Background: an optimization exercise with open tools, aiming at small area and a short achievable clock period. Do not read the settings as production practice.
Only simulation tests tie the RTL to the original design; equivalence was not proved.
No activity file was given, so power comes from the tool's default toggle rates.

Design ecg_encoder_top, start of the top module:
module ecg_encoder_top
(
	input  logic                     clk,
	input  logic                     rst_n,
	input  logic                     in_valid,		 
	input  logic                     data_active,
	input  logic                     group_skip,
	input  ecg_pkg::bits_req_t       bits_req,
	input  ecg_pkg::cpec_code_t      cpec_code,
	input  ecg_pkg::cpec_size_t      cpec_size,
	input  ecg_pkg::vec_prefix_t     vec_prefix,
	input  ecg_pkg::vec_len_t        vec_prefix_size,
	input  ecg_pkg::vec_suffix_t     vec_suffix,
	input  ecg_pkg::vec_len_t        vec_suffix_size,
	input  ecg_pkg::ecg_idx_t        ecg_idx,
	input  logic                     component_skip,
	input  logic                     underflow_prevention,
	input  ecg_pkg::stuffing_size_t  stuffing_size,
	input  ecg_pkg::sign_bits_t      sign_bits,
	input  ecg_pkg::sign_size_t      sign_bits_size,
	output ecg_pkg::ecg_word_t       encoded_ecg,
	output ecg_pkg::ecg_size_t       ecg_size,
	output logic                     ecg_valid
);
	localparam int W = ecg_pkg::ECG_WIDTH;
	logic       gsf;		 
	logic       coded;		 
	logic       is_vec;		 
  ...
Settings: LEC_CHECK=0, CAP_MARGIN=20, CORE_MARGIN=2, CORE_UTILIZATION=40, GPL_TIMING_DRIVEN=0, SETUP_SLACK_MARGIN=1.8, SLEW_MARGIN=20; clock period 6.5 ns.
standard.sh (not shown) runs the stock make flow with config.mk's settings and CLKGATE_MAP_FILE= SYNTH_SCRIPT=/design/flow/synth_recipe.tcl, a recipe that flattens the netlist after the stock synthesis.
==> flow/flow/run.sh <==
#!/bin/bash
set -euo pipefail
bash standard.sh "ADDER_MAP_FILE=" "BUFFER_PORTS_ARGS=-buffer_cell sky130_fd_sc_hd__buf_1" finish > make_finish.log 2>&1
The first run finished with timing, DRC and antenna clean.
Then changed:
- ABC_AREA: default -> 1
- SETUP_SLACK_MARGIN: 1.8 -> 3.0
What happened:
- global-route usage climbs by 1.6 points
- via count is higher by 8.7%
- first-iteration DRC count drops by 6.1%
- total power grows by 14%
- wire length goes up by 2.2%
- area after synthesis is lower by 3.3%
- sequential share of layout area came out lower by 1.8 points
Then changed:
==> flow/run.sh (new file) <==
#!/bin/bash
# synth_recipe.tcl (not shown) runs the flow's synth.tcl, then flattens the netlist and writes it again
# the make line also repeats each setting of config.mk as NAME=value (left out here)
make -C /OpenROAD-flow-scripts/flow DESIGN_CONFIG=/design/flow/config.mk WORK_HOME=/design/flow/orfs CLKGATE_MAP_FILE= SYNTH_SCRIPT=/design/flow/synth_recipe.tcl finish
- ABC_AREA: 1 -> default
- SETUP_SLACK_MARGIN: 3.0 -> 1.8
removed: flow/flow/run.sh
removed: flow/standard.sh
Outcome:
- The changed run completed with no timing, DRC or antenna violations
- global-route usage increases by 7.0 points
- worst setup slack got worse by 1700 ps
- area after synthesis is higher by 6.5%
- core utilization rose by 1.7 points
- final area rises by 11%
- clock power is higher by 5.0%
- critical path depth went up by 5


Another version of the RTL of ecg_encoder_top (not shown whole).
For scale: ~79 flip-flops, roughly 150 I/O pins, roughly 7000 um2 of cells after synthesis.
==> flow/config.mk <==
export PLATFORM = sky130hd
export DESIGN_NAME = ecg_encoder_top
export DESIGN_NICKNAME = ecg_encoder_top
export VERILOG_FILES = /design/flow/design.v
export SDC_FILE = /design/flow/constraint.sdc
export NUM_CORES = 4
export LEC_CHECK = 0
export ABC_AREA = 1
export CAP_MARGIN = 20
export CORE_MARGIN = 2
export CORE_UTILIZATION = 45
export CTS_BUF_LIST = sky130_fd_sc_hd__clkbuf_8
export GPL_TIMING_DRIVEN = 0
export SETUP_SLACK_MARGIN = 3.2
export SLEW_MARGIN = 20
==> flow/constraint.sdc <==
create_clock -name core_clock -period 6.5 [get_ports {clk}]
set_input_delay 1.3000 -clock core_clock [delete_from_list [all_inputs] [get_ports {clk}]]
set_output_delay 1.3000 -clock core_clock [all_outputs]
set_load 0.01 [all_outputs]
==> flow/flow/run.sh <==
#!/bin/bash
set -euo pipefail
bash standard.sh "ADDER_MAP_FILE=" \
	"BUFFER_PORTS_ARGS=-buffer_cell sky130_fd_sc_hd__buf_1" \
	"CTS_ARGS=-sink_clustering_enable -repair_clock_nets -buf_list sky130_fd_sc_hd__clkbuf_8 -dont_use_dummy_load" \
	"MATCH_CELL_FOOTPRINT=0" \
	finish > make_finish.log 2>&1
The first run completed without violations.
Change:
--- a/flow/flow/run.sh
+++ b/flow/flow/run.sh
@@ -6 +5,0 @@
-	"MATCH_CELL_FOOTPRINT=0" \
SETUP_SLACK_MARGIN = 3.0   (was 3.2)
Design area goes down by a few percent.
Count of clock-buffer cells in the layout stays the same.
Sequential cell count does not change.
Synthesized area does not change.
Non-clock buffer count went down by 2.
Total power goes down by a few percent.
Global-route usage came out lower by 0.21 points.
Synthesized cell count does not change.
Via count is lower slightly.
Worst setup slack is worse by 0.15 ns.
Die area stays the same.


ecg_encoder_top, a different RTL version from the one above (not shown whole).
For scale: ~1,200 cells after synthesis, roughly 80 flip-flops, ~150 I/O pins.
==> flow/config.mk <==
export PLATFORM = sky130hd
export DESIGN_NAME = ecg_encoder_top
export DESIGN_NICKNAME = ecg_encoder_top
export VERILOG_FILES = /design/flow/design.v
export SDC_FILE = /design/flow/constraint.sdc
export NUM_CORES = 4
export LEC_CHECK = 0
export ABC_AREA = 1
export CAP_MARGIN = 20
export CORE_MARGIN = 2
export CORE_UTILIZATION = 45
export CTS_BUF_LIST = sky130_fd_sc_hd__clkbuf_8
export GPL_TIMING_DRIVEN = 0
export SETUP_SLACK_MARGIN = 3.0
export SLEW_MARGIN = 20
==> flow/constraint.sdc <==
create_clock -name core_clock -period 6.5 [get_ports {clk}]
set_input_delay 1.3000 -clock core_clock [delete_from_list [all_inputs] [get_ports {clk}]]
set_output_delay 1.3000 -clock core_clock [all_outputs]
set_load 0.01 [all_outputs]
==> flow/flow/run.sh <==
#!/bin/bash
set -euo pipefail
bash standard.sh "ADDER_MAP_FILE=" "BUFFER_PORTS_ARGS=-buffer_cell sky130_fd_sc_hd__buf_1" finish > make_finish.log 2>&1
Change:
==> flow/flow/run.sh (replaced) <==
#!/bin/bash
set -euo pipefail
bash standard.sh "ADDER_MAP_FILE=" \
	"BUFFER_PORTS_ARGS=-buffer_cell sky130_fd_sc_hd__buf_1" \
	"CTS_ARGS=-sink_clustering_enable -repair_clock_nets -buf_list sky130_fd_sc_hd__clkbuf_8 -dont_use_dummy_load" \
	finish > make_finish.log 2>&1
Worst hold slack is about the same. Clock-buffer cell count fell by 1. Wire length goes down by 0.78%. Total power drops by 7.2%. Synthesized area is unchanged. First-iteration DRC count came out lower by 9.1%. Final area falls by 1.7%. Utilization decreases by 0.94 points. Via count stays the same. Maximum frequency barely changes.

==> static timing again, ports no longer ideal <==
In the flow no input, the clock included, has a driving cell. The finished layouts below were timed again as built, in two steps.
Step 1 (the two cells are an assumption about what drives the block):
set clk [get_ports {clk}]
set_driving_cell -lib_cell sky130_fd_sc_hd__clkbuf_16 $clk
set_driving_cell -lib_cell sky130_fd_sc_hd__buf_2 [delete_from_list [all_inputs] $clk]
Step 2 moves the port delays by t, midway between the first and last clock arrival at a register: inputs arrive t later, outputs are due t later. That takes back most of the time a late clock gives input paths.
Slacks: ideal ports / drivers / drivers and shift; pairs: ideal ports / drivers.
run	t, ns	setup slack, ns	worst data-port slew with drivers (ns)
the first run of note 1	0.370	1.801 / 1.820 / 1.450	0.04
the second run of note 1	0.355	3.063 / 3.029 / 2.687	0.07
the third run of note 1	0.365	1.350 / 1.343 / 0.978	0.06
the first run of note 2	0.380	3.220 / 3.185 / 2.947	0.03
the second run of note 2	0.380	3.075 / 3.046 / 2.708	0.03
the first run of note 3	0.381	3.060 / 3.022 / 2.855	0.04
the second run of note 3	0.371	3.054 / 3.018 / 2.856	0.04
After both steps every run listed still meets setup and hold. For the second run of note 1, which loses most, drivers alone change the setup slack by -0.034 ns; drivers and shift together by -0.376 ns.
